What follows belongs to an exercise in optimizing a design on an open flow for small area, a short achievable clock period and few clock cycles per item; a production flow would make more cautious choices.
The RTL was checked by simulation tests, not by an equivalence proof against the original design.
Power figures rest on the tool's default switching activity, not on a simulated workload.

## design/flow/flow/run.sh

```bash
#!/bin/bash
# The standard layout, with plain buf_1 cells as the port buffers and pins
# allowed on neighbouring routing tracks, so that a compact die fits them.
set -euo pipefail
bash standard.sh BUFFER_PORTS_ARGS="-buffer_cell sky130_fd_sc_hd__buf_1" \
  PLACE_PINS_ARGS="-min_distance 1 -min_distance_in_tracks" finish > standard_flow.log 2>&1
```

## design/flow/standard.sh

```bash
#!/bin/bash
# synth_recipe.tcl (not shown) runs the flow's synth.tcl, then flattens the netlist and writes it again
# the make line also repeats each setting of config.mk as NAME=value (left out here)
make -C /OpenROAD-flow-scripts/flow DESIGN_CONFIG=/design/flow/config.mk WORK_HOME=/design/flow/orfs CLKGATE_MAP_FILE= SYNTH_SCRIPT=/design/flow/synth_recipe.tcl "${@:-finish}"
```

## design/flow/config.mk

```make
export PLATFORM = sky130hd
export DESIGN_NAME = winograd_tile_serializer
export DESIGN_NICKNAME = winograd_tile_serializer
export VERILOG_FILES = /design/flow/design.v
export SDC_FILE = /design/flow/constraint.sdc
export NUM_CORES = 4
export LEC_CHECK = 0
export CAP_MARGIN = 20
export CORE_AREA = 10 10 310 310
export CTS_BUF_LIST = sky130_fd_sc_hd__clkbuf_8 sky130_fd_sc_hd__clkbuf_16
export CTS_CLUSTER_DIAMETER = 100
export CTS_CLUSTER_SIZE = 25
export DIE_AREA = 0 0 320 320
export SETUP_SLACK_MARGIN = 4.4
export SLEW_MARGIN = 20
export SYNTH_HIERARCHICAL = 1
export SYNTH_MINIMUM_KEEP_SIZE = 0
export TNS_END_PERCENT = 20
```

## design/flow/constraint.sdc

```tcl
create_clock -name core_clock -period 7.0 [get_ports {clk}]
set_input_delay 1.4000 -clock core_clock [delete_from_list [all_inputs] [get_ports {clk}]]
set_output_delay 1.4000 -clock core_clock [all_outputs]
set_load 0.01 [all_outputs]
```

## design/flow/design.v

```verilog
module wg_rc_counter #(
  parameter int ROWS = 8,
  parameter int COLS = 10
) (
  input  logic                    clk,
  input  logic                    rst_n,
  input  logic                    i_clr,
  input  logic                    i_en,
  output logic [$clog2(ROWS)-1:0] o_row,
  output logic [$clog2(COLS)-1:0] o_col,
  output logic                    o_last
);
  localparam int RW = $clog2(ROWS);
  localparam int CW = $clog2(COLS);
  localparam logic [RW-1:0] ROW_MAX = RW'(ROWS - 1);
  localparam logic [CW-1:0] COL_MAX = CW'(COLS - 1);
  logic [RW-1:0] r_row;
  logic [CW-1:0] r_col;
  always_ff @(posedge clk or negedge rst_n) begin
    if (!rst_n) begin
      r_row <= '0;
      r_col <= '0;
    end else if (i_clr) begin
      r_row <= '0;
      r_col <= '0;
    end else if (i_en) begin
      if (r_col != COL_MAX) begin
        r_col <= r_col + 1'b1;
      end else begin
        r_col <= '0;
        r_row <= (r_row == ROW_MAX) ? '0 : r_row + 1'b1;
      end
    end
  end
  assign o_row  = r_row;
  assign o_col  = r_col;
  assign o_last = (r_row == ROW_MAX) && (r_col == COL_MAX);
endmodule
module winograd_tile_serializer #(
  parameter int ROWS   = 8,
  parameter int COLS   = 10,
  parameter int DATA_W = 16
) (
  input  logic                         clk,
  input  logic                         rst_n,
  input  logic                         tile_valid,
  output logic                         tile_ready,
  input  logic [ROWS*COLS*DATA_W-1:0]  tile_data,
  output logic                         out_valid,
  input  logic                         out_ready,
  output logic [DATA_W-1:0]            out_data,
  output logic [$clog2(ROWS)-1:0]      out_row,
  output logic [$clog2(COLS)-1:0]      out_col,
  output logic                         out_last,
  output logic                         busy
);
  localparam int RW = $clog2(ROWS);
  localparam int CW = $clog2(COLS);
  logic [ROWS-1:0][COLS-1:0][DATA_W-1:0] r_hold;
  logic            r_free;
  logic            r_rdy;
  logic [ROWS-1:0] r_rsel;
  logic [COLS-1:0] r_csel;
  logic              r_valid;
  logic [DATA_W-1:0] r_data;
  logic [RW-1:0]     r_row;
  logic [CW-1:0]     r_col;
  logic              r_last;
  logic              w_accept;
  logic              w_adv;
  logic              w_ptr_last;
  logic [RW-1:0]     w_row_bin;
  logic [CW-1:0]     w_col_bin;
  logic [DATA_W-1:0] w_rd;
  logic [DATA_W-1:0][ROWS-1:0] w_rowv;
  assign w_accept   = tile_valid && r_free;
  assign w_adv      = !r_valid || out_ready;
  assign w_ptr_last = r_rsel[ROWS-1] && r_csel[COLS-1];
  always_comb begin
    w_row_bin = '0;
    w_col_bin = '0;
    for (int r = 0; r < ROWS; r++) if (r_rsel[r]) w_row_bin = w_row_bin | RW'(r);
    for (int c = 0; c < COLS; c++) if (r_csel[c]) w_col_bin = w_col_bin | CW'(c);
  end
  for (genvar b = 0; b < DATA_W; b++) begin : g_bit
    for (genvar r = 0; r < ROWS; r++) begin : g_row
      logic [COLS-1:0] w_d;
      for (genvar c = 0; c < COLS; c++) begin : g_col
        assign w_d[c] = r_hold[r][c][b];
      end
      wg_and_or #(.N(COLS)) u_cmux (.i_sel(r_csel), .i_d(w_d), .o_y(w_rowv[b][r]));
    end
    wg_and_or #(.N(ROWS)) u_rmux (.i_sel(r_rsel), .i_d(w_rowv[b]), .o_y(w_rd[b]));
  end
  always_ff @(posedge clk) begin
    if (r_free) begin
      r_hold <= tile_data;
    end
  end
  always_ff @(posedge clk or negedge rst_n) begin
    if (!rst_n) begin
      r_free  <= 1'b1;
      r_rdy   <= 1'b1;
      r_valid <= 1'b0;
    end else begin
      if (w_adv) begin
        if (!r_free) begin
          r_valid <= 1'b1;
          if (w_ptr_last) begin
            r_free <= 1'b1;
            r_rdy  <= 1'b1;
          end
        end else if (tile_valid) begin
          r_valid <= 1'b1;
          r_free  <= 1'b0;
          r_rdy   <= 1'b0;
        end else begin
          r_valid <= 1'b0;
        end
      end else if (w_accept) begin
        r_free <= 1'b0;
        r_rdy  <= 1'b0;
      end
    end
  end
  always_ff @(posedge clk) begin
    if (w_adv) begin
      if (!r_free) begin
        r_data <= w_rd;
        r_row  <= w_row_bin;
        r_col  <= w_col_bin;
        r_last <= w_ptr_last;
        if (r_csel[COLS-1]) begin
          r_csel <= COLS'(1);
          r_rsel <= {r_rsel[ROWS-2:0], r_rsel[ROWS-1]};
        end else begin
          r_csel <= {r_csel[COLS-2:0], 1'b0};
        end
      end else begin
        r_data <= tile_data[DATA_W-1:0];
        r_row  <= '0;
        r_col  <= '0;
        r_last <= 1'b0;
        r_rsel <= ROWS'(1);
        r_csel <= COLS'(2);
      end
    end else if (w_accept) begin
      r_rsel <= ROWS'(1);
      r_csel <= COLS'(1);
    end
  end
  assign tile_ready = r_rdy;
  assign out_valid  = r_valid;
  assign busy       = r_valid;
  assign out_data   = r_data;
  assign out_row    = r_row;
  assign out_col    = r_col;
  assign out_last   = r_last;
endmodule
module wg_and_or #(
  parameter int N = 8
) (
  input  logic [N-1:0] i_sel,
  input  logic [N-1:0] i_d,
  output logic         o_y
);
  localparam int N3 = N / 3;
  localparam int N1 = N - 3 * N3;
  logic [N3+N1-1:0] w_n;
  for (genvar g = 0; g < N3; g++) begin : g_aoi3
    wg_aoi3 u_aoi (.i_s(i_sel[3*g +: 3]), .i_d(i_d[3*g +: 3]), .o_n(w_n[g]));
  end
  for (genvar g = 0; g < N1; g++) begin : g_nand
    wg_nand2 u_nand (.i_s(i_sel[3*N3+g]), .i_d(i_d[3*N3+g]), .o_n(w_n[N3+g]));
  end
  assign o_y = ~&w_n;
endmodule
module wg_aoi3 (
  input  logic [2:0] i_s,
  input  logic [2:0] i_d,
  output logic       o_n
);
  assign o_n = ~|(i_s & i_d);
endmodule
module wg_nand2 (
  input  logic i_s,
  input  logic i_d,
  output logic o_n
);
  assign o_n = ~(i_s & i_d);
endmodule
```

==> impl_metrics.py, run 1 <==
metrics = {
    "outcome": {
        "status": "finished clean",
    },
    "clocking": {
        "clockBufferDepth": 3,
        "holdBufCountCts": 0,
        "clkTransAtPathRegs_ns": 0.10,
        "clockRootBuffer": "clkbuf_16",
        "cts_tree": "done",
        "h-tree-depth": 2,
        "numCtsBuffers": 58,
        "clk_latency_ns": 0.69,
        "clock-sinks": 1325,
    },
    "critical_path": {
        "crit_chain": "buf_6, buf_16, buf_16, buf_8, a222oi_1, nand4_1, nand2_1, nand4_1, mux2_4",
        "crit_fanout": 6,
        "required_ns": 7.45,
        "timing.rr.end": "r_data[2]",
        "worstSetupStartpoint": "r_csel[4]",
        "critPathKind": "reg2reg",
        "start_kind": "flip-flop",
        "end_kind": "flip-flop",
        "arrival_ns": 3.33,
        "critPathMaxStageDelay_ns": 0.87,
        "slowest_stage": "a222oi_1",
        "r2r_cells": 9,
        "critPathBufInv": 4,
        "reg2reg_from": "r_csel[4]",
        "critPathTopFamily": "compound AO/OA/AOI/OAI gates",
        "rrSetupSlack_ns": 4.12,
    },
    "floorplan": {
        "ios": 1311,
        "dieWidth_um": 320,
        "dieArea_um2": 102000,
        "start_util_pct": 51.7,
        "num_rows": 109,
        "core_area_um2": 88800,
        "die_y_um": 320,
    },
    "synthesis": {
        "ys_top_cells_by_area": "edfxtp_1 86%, a222oi_1 9.1%, nand4_1 2.0%",
        "synth_top_area_share_pct": 86.5,
        "synthDistinctLibCells": 22,
        "synthAdderAreaFrac_pct": 0,
        "syn_area_um2": 45900,
        "yosysSeqAreaShare_pct": 86.6,
        "synthSimpleGateAreaFrac_pct": 3.76,
        "yosys.area.top_type": "edfxtp_1",
        "synth_xor_area_share_pct": 0,
        "muxShareOfSynthArea_pct": 0.392,
        "synth_cells": 2113,
        "synth_compound_area_share_pct": 9.12,
        "synth_seq_cells": 1325,
        "synth_top_family_by_area": "compound AO/OA/AOI/OAI gates",
        "ys_warn_count": 7,
        "synth_nets": 3397,
        "avgSynthCellArea_um2": 21.7,
    },
    "placement": {
        "io_buffers": 1310,
        "dp_hpwl_um": 124000,
        "gp_congestion": 0.958,
        "pre_cts_slack_ns": 3.40,
        "dp.cells": 4635,
    },
    "timing": {
        "worst_slack_ns": 4.12,
        "maxSlewHeadroom_pct": 7.69,
        "setup_violations": 0,
        "final.setup.tns_ns": 0,
        "period_minus_slack_ns": 2.88,
        "fmax_ghz": 0.348,
        "maxSlewViolCount": 0,
        "rsz0062_at_grt": "yes",
        "fin_crit_sh_pct": 41.1,
        "final_hold_viol_count": 0,
        "worst_clock_skew_ns": 0.0281,
        "worst_slew_pin_slew_ns": 1.38,
    },
    "detailed_routing": {
        "wirelength_um": 196000,
        "via_per_inst": 6.63,
        "routedWlPerCell_um": 39.0,
        "ant_nets": 0,
        "vias": 33393,
        "firstDrtPassIters": 9,
        "drtIter0Drc": 6209,
        "drc": 0,
    },
    "layout": {
        "fillers": 6553,
        "layout.nets": 4929,
        "layout-drive-gt1-share_pct": 7.27,
        "layout.cells.non_filler": 5033,
        "area_growth_syn_to_layout_pct": 24.4,
        "final_util_pct": 64.3,
    },
    "pwr": {
        "ir_drop_uv": 260,
        "switching_share_pct": 24.3,
        "powerDensity_nw_per_um2": 267,
        "p_clk_share_pct": 25.3,
        "power_frac_comb_pct": 12.4,
        "p_int_uw": 11500,
        "total_leakage_power_uw": 0.0175,
        "p_seq_share_pct": 62.4,
        "power.switching_uw": 3700,
    },
    "worst_hold_path": {
        "hold_class": "reg2reg",
        "holdPathStages": 2,
        "min-delay-start": "r_rdy",
        "min_to": "r_rdy",
    },
    "global_routing": {
        "grt_pass1_vias": 32608,
        "grt_pass1_wl_um": 259000,
        "grt_max_degree": 212,
        "grt_overflow": 0,
        "grt_use_total_pct": 36.9,
        "antenna_found_initial": 227,
    },
    "run": {
        "maxCapViolCount": 0,
    },
}
worst reg2reg max path: stages (launching register included):
cell	delay (ns)
edfxtp_1	0.41
buf_6	0.15
buf_16	0.14
buf_16	0.16
buf_8	0.13
a222oi_1	0.87
nand4_1	0.27
nand2_1	0.14
nand4_1	0.10
mux2_4	0.29
final cells by class:
class                      instances  area, um^2  share of cell area [%]
inverter                           3        11.3                  0.0197
sequential                      1325       39800                    69.6
clock buffer                      59        1480                    2.58
clock inverter                    13        53.8                  0.0942
tap                             1165        1460                    2.55
antenna                          211         528                   0.924
multi-input combinational        781        6160                    10.8
timing repair buffer            1476        7650                    13.4
state kept, by name, indices dropped and copies added, names as in the netlist:
| signal | flops |
|---|---|
| r_free | 1 |
| r_hold | 1280 |
| r_row | 3 |
| r_last | 1 |
| r_data | 16 |
| r_rsel | 8 |
| r_valid | 1 |
| r_rdy | 1 |
| r_csel | 10 |
| r_col | 4 |
cells in the final DEF, fill, tap and decap left out, types with 9 or more instances in the layout:
cell       instances
a222oi_1         416
buf_1           1296
buf_12            25
buf_16            28
buf_4             69
buf_6             32
bufbuf_16         11
clkbuf_16         66
diode_2          211
edfxtp_1        1322
inv_1             13
mux2_4            13
nand2_1          163
nand4_1          144
nor2_1             9
kinds of logic after synthesis:
family | Yosys count
muxes | 16
AOI/OAI and AO/OA | 421
buffers and inverters | 7
DFF | 1325
and+or+nand+nor | 344
per-module statistics from Yosys (local to each module, per instance), excerpt:
module | cells | flops+latches
wg_nand2 | 1 | 0
winograd_tile_serializer | 1393 | 1325
wg_aoi3 | 1 | 0
how the worst max path moves through the flow:
stage / to / slack (ns) / depth (start not counted)
floorplan: r_rsel[0] / -2.66 / 4
global placement: r_data[4] / 3.41 / 7
detailed placement: r_data[4] / 3.40 / 7
CTS: tile_ready / 4.20 / 1
global route: r_data[2] / 4.07 / 9
finish: r_data[2] / 4.12 / 9
through the flow:
stage / power, uW / hold WS (ns) / area (um^2)
floorplan: 10500 / 0.465 / 46000
global placement: 11100 / 0.449 / 52800
detailed placement: 11200 / 0.457 / 52800
CTS: 15100 / 0.479 / 56100
global route: 15600 / 0.513 / 57000
finish: 15200 / 0.480 / 57100
synth_stat cells:
master / instances
edfxtp_1: 1322
a222oi_1: 416
nand2_1: 165
nand4_1: 144
mux2_2: 16
nor2_1: 9
and2_1: 8
and3_1: 7
nor4_1: 5
a21oi_1: 3
buf_4: 3
dfstp_2: 2
inv_2: 2
o21ai_0: 2
or3_1: 2
and3b_1: 1
buf_2: 1
dfrtp_1: 1
inv_1: 1
nor2b_2: 1
nor3_1: 1
nor3_2: 1
power groups by stage:
stage               clock [uW]  sequential [uW]  combinational [uW]
CTS                       3870             9500                1780
floorplan                    0            10100                 386
detailed placement           0             9680                1480
finish                    3850             9500                1880
global route              4140             9540                1950
global placement             0             9660                1450
what timing repair did:
item,CTS,global route
pin swaps,87,68
resized for setup,106,86
endpoints found under the setup margin,446,230
gates cloned,26,7
buffers inserted,59,23
routing by layer:
layer / GRT usage [%] / up-vias / part of all wire [%]
met5: 4.30 / - / 0.34
met4: 32.6 / 106 / 10
met3: 14.0 / 815 / 13
met2: 54.5 / 2880 / 45
met1: 41.2 / 16551 / 31
li1: - / 13041 / -
Testbench counts, summed over its fixed seeds: cycles 15,368, items 15,360.
==> run 2: changes to the inputs <==
--- a/design/flow/design.v
+++ b/design/flow/design.v
@@ -60,3 +60,3 @@
   logic            r_free;
-  logic            r_rdy;
+  logic            r_rdy_n;
   logic [ROWS-1:0] r_rsel;
@@ -92,3 +92,3 @@
     end
-    wg_and_or #(.N(ROWS)) u_rmux (.i_sel(r_rsel), .i_d(w_rowv[b]), .o_y(w_rd[b]));
+    wg_and_or2 #(.N(ROWS)) u_rmux (.i_sel(r_rsel), .i_d(w_rowv[b]), .o_y(w_rd[b]));
   end
@@ -102,3 +102,3 @@
       r_free  <= 1'b1;
-      r_rdy   <= 1'b1;
+      r_rdy_n <= 1'b0;
       r_valid <= 1'b0;
@@ -110,3 +110,3 @@
             r_free <= 1'b1;
-            r_rdy  <= 1'b1;
+            r_rdy_n <= 1'b0;
           end
@@ -115,3 +115,3 @@
           r_free  <= 1'b0;
-          r_rdy   <= 1'b0;
+          r_rdy_n <= 1'b1;
         end else begin
@@ -121,3 +121,3 @@
         r_free <= 1'b0;
-        r_rdy  <= 1'b0;
+        r_rdy_n <= 1'b1;
       end
@@ -151,3 +151,3 @@
   end
-  assign tile_ready = r_rdy;
+  assign tile_ready = !r_rdy_n;
   assign out_valid  = r_valid;
@@ -184,2 +184,22 @@
 endmodule
+module wg_and_or2 #(
+  parameter int N = 8
+) (
+  input  logic [N-1:0] i_sel,
+  input  logic [N-1:0] i_d,
+  output logic         o_y
+);
+  logic [N/2-1:0] w_n;
+  for (genvar g = 0; g < N/2; g++) begin : g_aoi2
+    wg_aoi2 u_aoi (.i_s(i_sel[2*g +: 2]), .i_d(i_d[2*g +: 2]), .o_n(w_n[g]));
+  end
+  assign o_y = ~&w_n;
+endmodule
+module wg_aoi2 (
+  input  logic [1:0] i_s,
+  input  logic [1:0] i_d,
+  output logic       o_n
+);
+  assign o_n = ~|(i_s & i_d);
+endmodule
 module wg_nand2 (
--- a/design/flow/config.mk
+++ b/design/flow/config.mk
@@ -8,3 +8,3 @@
 export CAP_MARGIN = 20
-export CORE_AREA = 10 10 310 310
+export CORE_AREA = 10 10 330 330
 export CTS_BUF_LIST = sky130_fd_sc_hd__clkbuf_8 sky130_fd_sc_hd__clkbuf_16
@@ -12,3 +12,3 @@
 export CTS_CLUSTER_SIZE = 25
-export DIE_AREA = 0 0 320 320
+export DIE_AREA = 0 0 340 340
 export SETUP_SLACK_MARGIN = 4.4
==> impl_metrics.py, run 2 <==
metrics = {
    "global_routing": {
        "antenna_found_initial": 176,
        "grt_pass1_vias": 30917,
        "grt_overflow": 0,
        "grt_pass1_wl_um": 233000,
        "grt_max_degree": 214,
        "grt_use_total_pct": 28.5,
    },
    "clocking": {
        "clock-sinks": 1325,
        "numCtsBuffers": 59,
        "h-tree-depth": 2,
        "clkTransAtPathRegs_ns": 0.10,
        "holdBufCountCts": 0,
        "clockBufferDepth": 3,
        "clockRootBuffer": "clkbuf_16",
        "clk_latency_ns": 0.71,
        "cts_tree": "done",
    },
    "layout": {
        "area_growth_syn_to_layout_pct": 20.6,
        "mostFrequentLayoutCells": "1322 x edfxtp_1, 1303 x buf_1, 384 x a222oi_1, 144 x nand4_1, 128 x nand2_1",
        "largest-register": "r_hold",
        "layout.cells.non_filler": 5091,
        "layout-drive-gt1-share_pct": 6.22,
        "top_regs": "r_hold (1280), r_data (16), r_csel (10)",
        "largest_register_ffs": 1280,
        "layout.nets": 4825,
        "finalInstanceArea_um2": 55900,
        "final_common_cell": "edfxtp_1",
    },
    "pwr": {
        "p_seq_share_pct": 63.1,
        "power.switching_uw": 3600,
        "powerDensity_nw_per_um2": 269,
        "power_frac_comb_pct": 10.8,
        "switching_share_pct": 23.9,
        "p_clk_share_pct": 26.1,
        "p_int_uw": 11400,
        "total_leakage_power_uw": 0.0167,
        "ir_drop_uv": 236,
    },
    "critical_path": {
        "crit_fanout": 1,
        "required_ns": 5.60,
        "start_kind": "flip-flop",
        "critPathBufInv": 1,
        "critPathMaxStageDelay_ns": 0.52,
        "critPathKind": "reg2out",
        "end_kind": "output port",
        "slowest_stage": "edfxtp_1",
        "crit_chain": "clkbuf_2",
        "arrival_ns": 1.41,
        "critPathTopFamily": "flip-flops",
    },
    "detailed_routing": {
        "firstDrtPassIters": 7,
        "ant_nets": 0,
        "drtIter0Drc": 4844,
        "vias": 31330,
        "via_per_inst": 6.15,
        "drc": 0,
        "routedWlPerCell_um": 34.5,
        "wirelength_um": 176000,
    },
    "floorplan": {
        "dieWidth_um": 340,
        "dieArea_um2": 116000,
        "num_rows": 117,
        "ios": 1311,
        "start_util_pct": 45.6,
        "die_y_um": 340,
        "core_area_um2": 102000,
    },
    "timing": {
        "period_minus_slack_ns": 2.81,
        "worst_slew_pin_slew_ns": 1.02,
        "fmax_ghz": 0.355,
        "final_hold_viol_count": 0,
        "rsz0062_at_grt": "yes",
        "worst_clock_skew_ns": 0.0330,
        "maxSlewViolCount": 0,
        "whs_ns": 0.494,
        "maxSlewHeadroom_pct": 31.7,
        "fin_crit_sh_pct": 40.2,
        "setup_violations": 0,
    },
    "synthesis": {
        "synth_common_cells": "1322 x edfxtp_1, 384 x a222oi_1, 144 x nand4_1",
        "synth_most_common_cell": "edfxtp_1",
        "yosys.area.top_type": "edfxtp_1",
        "synth_seq_cells": 1325,
        "synth_cells": 2115,
        "syn_area_um2": 46400,
        "avgSynthCellArea_um2": 21.9,
        "async_reset_ff_share_pct": 0.226,
        "synth_edf_count": 1322,
        "synth_top_area_share_pct": 85.6,
        "synth_ff_type": "edfxtp_1",
        "ys_warn_count": 7,
        "synth_nets": 3399,
        "yosysSeqAreaShare_pct": 85.8,
        "synthDistinctLibCells": 27,
        "ys_top_cells_by_area": "edfxtp_1 86%, a222oi_1 8.3%, nand4_1 1.9%",
    },
    "placement": {
        "post_dp_cell_area_um2": 53500,
        "dp_hpwl_um": 120000,
        "gp_congestion": 0.898,
        "dp.cells": 4835,
        "io_buffers": 1310,
    },
    "run": {
        "maxCapViolCount": 0,
    },
    "outcome": {
        "status": "finished clean",
    },
    "worst_hold_path": {
        "hold_class": "in2async",
    },
}
run 2: modules after synthesis (local to each module, per instance), a selection:
module | copies in the design | area, um^2 | flip-flops and latches | cells
winograd_tile_serializer | 1 | 40400 | 1325 | 1395
wg_aoi2 | 64 | 12.5 | 0 | 1
wg_aoi3 | 384 | 10.0 | 0 | 1
wg_nand2 | 128 | 3.75 | 0 | 1
run 2: power groups by stage:
| stage | clock network (uW) | registers (uW) | logic, uW |
|---|---|---|---|
| 5_1_grt | 4250 | 9520 | 1740 |
| 3_5_place_dp | 0 | 9680 | 1550 |
| 4_1_cts | 4020 | 9490 | 1580 |
| 6_report | 3930 | 9480 | 1630 |
| 3_3_place_gp | 0 | 9670 | 1520 |
| 2_1_floorplan | 0 | 10100 | 442 |
run 2: timing repair:
action                     in CTS  in global routing
resized for setup              15                 42
setup buffers                   3                  4
pin swaps                       2                  9
gates cloned                    0                  5
setup endpoints to repair      90                 73
run 2: cell families after synthesis:
kind of cell / share of synthesized area, %
AO/OA/AOI/OAI: 10.1
multiplexers: 0.540
flip-flops: 85.8
AND/OR/NAND/NOR: 3.48
buffers and inverters: 0.143
run 2: worst paths after layout:
kind	startpoint	slack, ns	cells past startpoint	to
hold reg to reg	r_rdy_n	0.55	1	r_rdy_n
max in group asynchronous	rst_n	6.27	1	r_free
setup reg to reg	r_csel[3]	4.45	7	r_data[15]
min in group core_clock	r_rdy_n	0.55	1	r_rdy_n
setup / recovery	r_data[2]	4.19	1	out_data[2]
hold / removal	rst_n	0.49	1	r_valid
run 2: final cells by class:
cell class | instances | area [um^2]
clock buffer | 59 | 1480
timing repair buffer | 1370 | 5840
fill | 8415 | 45800
clock inverter | 16 | 125
antenna | 168 | 420
multi-input combinational | 782 | 6560
tap | 1368 | 1710
inverter | 3 | 12.5
sequential | 1325 | 39800
run 2: metrics by stage:
stage	power [uW]	utilization, %	TNS [ns]	worst slack, ns
global placement	11200	52.5	0	3.94
finish	15000	55.0	0	4.19
floorplan	10600	-	-2167.16	-2.23
CTS	15100	54.2	0	4.16
detailed placement	11200	52.6	0	3.91
global route	15500	54.9	0	4.14
run 2: routing by layer:
metal / up-vias / track usage [%] / share of wire [%]
met5: - / 1.87 / 0.26
met4: 72 / 22.5 / 8.3
met3: 551 / 10.1 / 12
met2: 2237 / 41.4 / 45
met1: 15705 / 34.3 / 34
li1: 12765 / - / -
Testbench counts of run 2, summed over its fixed seeds: cycles 15,368, items 15,360.
==> run 3: changes to the inputs <==
--- a/design/flow/config.mk
+++ b/design/flow/config.mk
@@ -8,3 +8,3 @@
 export CAP_MARGIN = 20
-export CORE_AREA = 10 10 330 330
+export CORE_AREA = 10 10 310 310
 export CTS_BUF_LIST = sky130_fd_sc_hd__clkbuf_8 sky130_fd_sc_hd__clkbuf_16
@@ -12,3 +12,3 @@
 export CTS_CLUSTER_SIZE = 25
-export DIE_AREA = 0 0 340 340
+export DIE_AREA = 0 0 320 320
 export SETUP_SLACK_MARGIN = 4.4
==> impl_metrics.py, run 3 <==
metrics = {
    "critical_path": {
        "critPathTopFamily": "flip-flops",
        "critPathKind": "reg2out",
        "r2r_cells": 7,
        "required_ns": 5.60,
        "reg2reg_from": "r_csel[1]",
        "end_kind": "output port",
        "crit_fanout": 3,
        "critPathBufInv": 1,
        "timing.rr.end": "r_data[11]",
        "rrSetupSlack_ns": 4.44,
        "slowest_stage": "dfrtp_2",
        "start_kind": "flip-flop",
        "worstSetupStartpoint": "r_valid",
        "arrival_ns": 1.29,
        "critPathMaxStageDelay_ns": 0.47,
        "crit_chain": "clkbuf_2",
    },
    "layout": {
        "final_common_cell": "edfxtp_1",
        "final_util_pct": 62.6,
        "top_regs": "r_hold (1280), r_data (16), r_csel (10)",
        "largest_register_ffs": 1280,
        "area_growth_syn_to_layout_pct": 19.8,
        "finalInstanceArea_um2": 55500,
        "largest-register": "r_hold",
        "layout-drive-gt1-share_pct": 6.37,
        "layout.nets": 4821,
        "mostFrequentLayoutCells": "1322 x edfxtp_1, 1291 x buf_1, 384 x a222oi_1, 144 x nand4_1, 128 x nand2_1",
    },
    "synthesis": {
        "synth_edf_count": 1322,
        "yosys.area.top_type": "edfxtp_1",
        "yosysSeqAreaShare_pct": 85.8,
        "synth_common_cells": "1322 x edfxtp_1, 384 x a222oi_1, 144 x nand4_1",
        "async_reset_ff_share_pct": 0.226,
        "syn_area_um2": 46400,
        "synth_cells": 2115,
        "synth_ff_type": "edfxtp_1",
        "ys_warn_count": 7,
        "avgSynthCellArea_um2": 21.9,
        "ys_top_cells_by_area": "edfxtp_1 86%, a222oi_1 8.3%, nand4_1 1.9%",
        "synth_top_area_share_pct": 85.6,
        "synth_seq_cells": 1325,
        "synth_most_common_cell": "edfxtp_1",
        "synth_nets": 3399,
        "synthDistinctLibCells": 27,
    },
    "global_routing": {
        "grt_max_degree": 188,
        "grt_pass1_wl_um": 244000,
        "grt_pass1_vias": 31989,
        "grt_overflow": 0,
        "antenna_found_initial": 215,
        "grt_use_total_pct": 34.4,
    },
    "timing": {
        "worst_clock_skew_ns": 0.0185,
        "final.setup.tns_ns": 0,
        "period_minus_slack_ns": 2.69,
        "final_hold_viol_count": 0,
        "maxSlewHeadroom_pct": 26.4,
        "whs_ns": 0.528,
        "fin_crit_sh_pct": 38.5,
        "maxSlewViolCount": 0,
        "setup_violations": 0,
        "rsz0062_at_grt": "yes",
        "fmax_ghz": 0.371,
        "worst_slew_pin_slew_ns": 1.10,
    },
    "clocking": {
        "clk_latency_ns": 0.68,
        "clock-sinks": 1325,
        "clockRootBuffer": "clkbuf_16",
        "holdBufCountCts": 0,
        "h-tree-depth": 2,
        "numCtsBuffers": 58,
        "clkTransAtPathRegs_ns": 0.10,
        "clockBufferDepth": 3,
        "cts_tree": "done",
    },
    "floorplan": {
        "dieWidth_um": 320,
        "core_area_um2": 88800,
        "start_util_pct": 52.2,
        "die_y_um": 320,
        "ios": 1311,
        "dieArea_um2": 102000,
        "num_rows": 109,
    },
    "detailed_routing": {
        "firstDrtPassIters": 7,
        "drtIter0Drc": 5501,
        "ant_nets": 0,
        "wirelength_um": 182000,
        "vias": 32140,
        "routedWlPerCell_um": 37.1,
        "via_per_inst": 6.56,
        "drc": 0,
    },
    "placement": {
        "gp_congestion": 0.967,
        "dp_hpwl_um": 124000,
        "io_buffers": 1310,
        "post_dp_cell_area_um2": 53200,
    },
    "pwr": {
        "powerDensity_nw_per_um2": 270,
        "total_leakage_power_uw": 0.0166,
        "ir_drop_uv": 186,
        "p_total_uw": 15000,
    },
    "outcome": {
        "status": "finished clean",
    },
    "run": {
        "maxCapViolCount": 0,
    },
    "worst_hold_path": {
        "hold_class": "in2async",
    },
}
==> run 3: cell counts after synthesis <==
No cell type changed its count.
==> run 3: metal layers <==
metal	share of wire (%)	track usage, %
met2	44	49.6
met1	32	39.0
met5	0.36	3.31
met4	9.4	28.6
met3	14	15.3
==> run 3: worst max path at each step <==
stage | endpoint | slack (ns) | cells after the start
detailed placement | r_data[6] | 4.01 | 6
global placement | r_rdy_n | 3.94 | 5
finish | out_valid | 4.31 | 1
floorplan | r_rsel[0] | -2.23 | 4
global route | out_valid | 4.27 | 1
CTS | out_data[4] | 4.25 | 1
==> run 3: timing repair <==
| action | in CTS | in global routing |
|---|---|---|
| endpoints found under the setup margin | 150 | 114 |
| pin swaps | 1 | 10 |
| endpoints found under the hold margin | 0 | 0 |
| resized for setup | 29 | 60 |
| setup buffers | 6 | 1 |
| gates cloned | 1 | 1 |
==> run 3: logic make-up (layout without fill, tap and decap cells) <==
family / Yosys count / count (layout) / share of synthesized area, %
other: 0 / 187 / 0
AND/OR/NAND/NOR: 311 / 311 / 3.48
buffers and inverters: 8 / 1443 / 0.143
multiplexers: 17 / 17 / 0.540
flip-flops: 1325 / 1325 / 85.8
AO/OA/AOI/OAI: 454 / 454 / 10.1
==> run 3: final cells by class <==
class	instances	area, um^2
sequential	1325	39800
multi-input combinational	782	6560
timing repair buffer	1367	5690
tap	1165	1460
clock buffer	61	1530
clock inverter	12	45.0
inverter	3	13.8
antenna	187	468
fill	6630	33200
==> run 3: through the flow <==
step	worst slack, ns	cells
after floorplan	-2.23	2115
after global placement	3.94	4633
after detailed placement	4.01	4633
after CTS	4.25	4713
after global routing	4.27	4845
final	4.31	4902
==> run 3: per-module statistics from Yosys (local to each module, per instance), excerpt <==
module                    cell area [um^2]  copies in the design
wg_nand2                              3.75                   128
wg_aoi3                               10.0                   384
wg_aoi2                               12.5                    64
winograd_tile_serializer             40400                     1
==> run 3: report_power, final <==
group	internal, uW	switching [uW]	leakage [uW]
clock network	1560	2310	0.000817
registers	9330	167	0.0122
logic	538	1100	0.00364
total	11400	3570	0.0166
==> run 4: changes to the inputs <==
--- a/design/flow/config.mk
+++ b/design/flow/config.mk
@@ -11,5 +11,5 @@
 export CTS_CLUSTER_DIAMETER = 100
-export CTS_CLUSTER_SIZE = 25
+export CTS_CLUSTER_SIZE = 30
 export DIE_AREA = 0 0 320 320
-export SETUP_SLACK_MARGIN = 4.4
+export SETUP_SLACK_MARGIN = 4.5
 export SLEW_MARGIN = 20
@@ -17,2 +17,2 @@
 export SYNTH_MINIMUM_KEEP_SIZE = 0
-export TNS_END_PERCENT = 20
+export TNS_END_PERCENT = 100
==> impl_metrics.py, run 4 <==
metrics = {
    "outcome": {
        "status": "finished clean",
    },
    "global_routing": {
        "antenna_found_initial": 222,
        "met2_usage_pct": 50.0,
        "grt_pass1_vias": 31934,
        "grt_overflow": 0,
        "use_met1_pct": 38.5,
        "grt_pass1_wl_um": 244000,
        "grt.busiest_layer": "met2",
        "grt_use_total_pct": 34.4,
        "grt_max_degree": 188,
        "use_met3_pct": 15.6,
    },
    "clocking": {
        "clk_latency_ns": 0.67,
        "numCtsBuffers": 50,
        "holdBufCountCts": 0,
        "cts_tree": "done",
        "clock-sinks": 1325,
        "clockRootBuffer": "clkbuf_16",
        "clockBufferDepth": 3,
        "h-tree-depth": 2,
        "clkTransAtPathRegs_ns": 0.11,
    },
    "pwr": {
        "ir_drop_uv": 264,
        "p_int_uw": 11300,
        "power_frac_comb_pct": 11.5,
        "total_leakage_power_uw": 0.0167,
        "p_clk_share_pct": 24.6,
        "switching_share_pct": 24.1,
        "p_seq_share_pct": 63.9,
        "powerDensity_nw_per_um2": 266,
        "power.switching_uw": 3580,
    },
    "timing": {
        "worst_clock_skew_ns": 0.0248,
        "fin_crit_sh_pct": 38.3,
        "period_minus_slack_ns": 2.68,
        "final_hold_viol_count": 0,
        "rsz0062_at_grt": "yes",
        "maxSlewHeadroom_pct": 32.4,
        "maxSlewViolCount": 0,
        "worst_slack_ns": 4.32,
        "worst_slew_pin_slew_ns": 1.01,
        "setup_violations": 0,
        "fmax_ghz": 0.373,
    },
    "detailed_routing": {
        "firstDrtPassIters": 9,
        "drc": 0,
        "wirelength_um": 184000,
        "vias": 32280,
        "drtIter0Drc": 5815,
        "via_per_inst": 6.56,
        "ant_nets": 0,
        "routedWlPerCell_um": 37.5,
    },
    "layout": {
        "largest_register_ffs": 1280,
        "final_util_pct": 62.9,
        "layout-drive-gt1-share_pct": 6.91,
        "top_regs": "r_hold (1280), r_data (16), r_csel (10)",
        "layout.cells.non_filler": 4922,
        "finalInstanceArea_um2": 55800,
        "final_common_cell": "edfxtp_1",
        "layout.nets": 4828,
        "area_growth_syn_to_layout_pct": 20.3,
        "mostFrequentLayoutCells": "1322 x edfxtp_1, 1283 x buf_1, 384 x a222oi_1, 144 x nand4_1, 128 x nand2_1",
        "largest-register": "r_hold",
    },
    "placement": {
        "io_buffers": 1310,
        "pre_cts_slack_ns": 4.01,
        "dp_hpwl_um": 124000,
        "dp.cells": 4633,
        "gp_congestion": 0.967,
        "post_dp_cell_area_um2": 53200,
    },
    "synthesis": {
        "muxShareOfSynthArea_pct": 0.540,
        "ys_top_cells_by_area": "edfxtp_1 86%, a222oi_1 8.3%, nand4_1 1.9%",
        "synth_most_common_cell": "edfxtp_1",
        "yosysSeqAreaShare_pct": 85.8,
        "synth_seq_cells": 1325,
        "synth_edf_count": 1322,
        "ys_warn_count": 7,
        "synth_ff_type": "edfxtp_1",
        "synth_top_area_share_pct": 85.6,
        "synth_common_cells": "1322 x edfxtp_1, 384 x a222oi_1, 144 x nand4_1",
        "synth_nets": 3399,
        "synth_xor_area_share_pct": 0,
        "synth_cells": 2115,
        "synthDistinctLibCells": 27,
        "synthSimpleGateAreaFrac_pct": 3.48,
        "yosys.area.top_type": "edfxtp_1",
        "async_reset_ff_share_pct": 0.226,
        "synthAdderAreaFrac_pct": 0,
        "synth_compound_area_share_pct": 10.1,
        "avgSynthCellArea_um2": 21.9,
        "syn_area_um2": 46400,
        "synth_top_family_by_area": "compound AO/OA/AOI/OAI gates",
    },
    "critical_path": {
        "critPathMaxStageDelay_ns": 0.46,
        "crit_chain": "clkbuf_2",
        "end_kind": "output port",
        "critPathBufInv": 1,
        "critPathKind": "reg2out",
        "crit_fanout": 1,
        "start_kind": "flip-flop",
        "required_ns": 5.60,
        "arrival_ns": 1.28,
        "critPathTopFamily": "flip-flops",
        "slowest_stage": "edfxtp_1",
    },
    "floorplan": {
        "num_rows": 109,
        "dieWidth_um": 320,
        "die_y_um": 320,
        "ios": 1311,
        "core_area_um2": 88800,
        "dieArea_um2": 102000,
        "start_util_pct": 52.2,
    },
    "worst_hold_path": {
        "hold_class": "in2async",
    },
    "run": {
        "maxCapViolCount": 0,
    },
}
-- run 4: path summary, 6_finish.rpt --
path / from / endpoint / slack, ns / cells after the start
max: r_data[12] / out_data[12] / 4.32 / 1
min: rst_n / r_rdy_n / 0.54 / 1
max reg2reg: r_csel[2] / r_data[11] / 4.54 / 7
min reg2reg: r_rdy_n / r_rdy_n / 0.73 / 3
max in group asynchronous: rst_n / r_free / 6.24 / 1
min in group core_clock: r_rdy_n / r_rdy_n / 0.73 / 3
-- run 4: per-module statistics from Yosys, one instance, submodules excluded, a selection --
module | flops+latches | cell area [um^2]
winograd_tile_serializer | 1325 | 40400
wg_aoi2 | 0 | 12.5
wg_aoi3 | 0 | 10.0
wg_nand2 | 0 | 3.75
-- run 4: final cells by class --
| cell class | instances | area, um^2 |
|---|---|---|
| antenna | 198 | 495 |
| fill | 6608 | 33000 |
| clock buffer | 53 | 1330 |
| inverter | 3 | 13.8 |
| clock inverter | 14 | 67.6 |
| tap | 1165 | 1460 |
| multi-input combinational | 782 | 6560 |
| timing repair buffer | 1382 | 6110 |
| sequential | 1325 | 39800 |
-- run 4: what timing repair did --
| action | in CTS | in global routing |
|---|---|---|
| setup endpoints to repair | 150 | 50 |
| pin swaps | 5 | 15 |
| buffers inserted | 8 | 7 |
| gates cloned | 3 | 6 |
| gates resized for setup | 81 | 44 |
-- run 4: power by group through the flow --
stage	Combinational, uW	Clock (uW)	Sequential (uW)
after global placement	1510	0	9670
final	1710	3650	9490
after CTS	1630	3680	9490
after floorplan	442	0	10100
after detailed placement	1540	0	9690
after global routing	1800	3960	9530
-- run 4: stage by stage --
stage	TNS, ns	total power, uW	hold slack (ns)
after floorplan	-2167.16	10600	0.480
after detailed placement	0	11200	0.512
after global placement	0	11200	0.495
after global routing	0	15300	0.524
final	0	14900	0.538
after CTS	0	14800	0.516
-- run 4: routing by layer --
| layer | wire length [um] | up-vias |
|---|---|---|
| li1 | - | 12812 |
| met1 | 58100 | 15935 |
| met2 | 83200 | 2751 |
| met3 | 25900 | 680 |
| met4 | 16600 | 102 |
| met5 | 606 | - |
-- run 4: kinds of logic after synthesis --
family                 Yosys count
buffers and inverters            8
flip-flops                    1325
AND/OR/NAND/NOR                311
multiplexers                    17
AO/OA/AOI/OAI                  454

## afterwards: timing with drivers on the ports
How much do the figures lean on ideal ports? The routed layouts below were timed once more, with nothing changed but the port constraints.
Step 1: set_driving_cell puts a clkbuf_16 on clk and a buf_2 on each other input, an assumption about the parent block.
Step 2 times the ports against the registers' clock, not the clock port: input delays grow and output delays shrink by t, the midpoint of the rising clock arrivals with the driver on.
Slacks: ideal / step 1 / step 2; pairs: ideal / step 1.
| run | t, ns | slack for setup (ns) | worst setup path at the end | worst register clock-pin slew, ns |
|---|---|---|---|---|
| run 1 | 0.746 | 4.123 / 4.123 / 3.810 | input to register | 0.10 / 0.10 |
| run 2 | 0.766 | 4.186 / 4.115 / 3.773 | input to register | 0.10 / 0.10 |
| run 3 | 0.738 | 4.307 / 4.236 / 4.175 | input to register | 0.10 / 0.10 |
| run 4 | 0.722 | 4.320 / 4.250 / 4.156 | input to register | 0.12 / 0.12 |
After both steps every run listed still meets setup and hold. For run 2, which loses most, drivers alone change the setup slack by -0.071 ns; drivers and shift together by -0.413 ns.
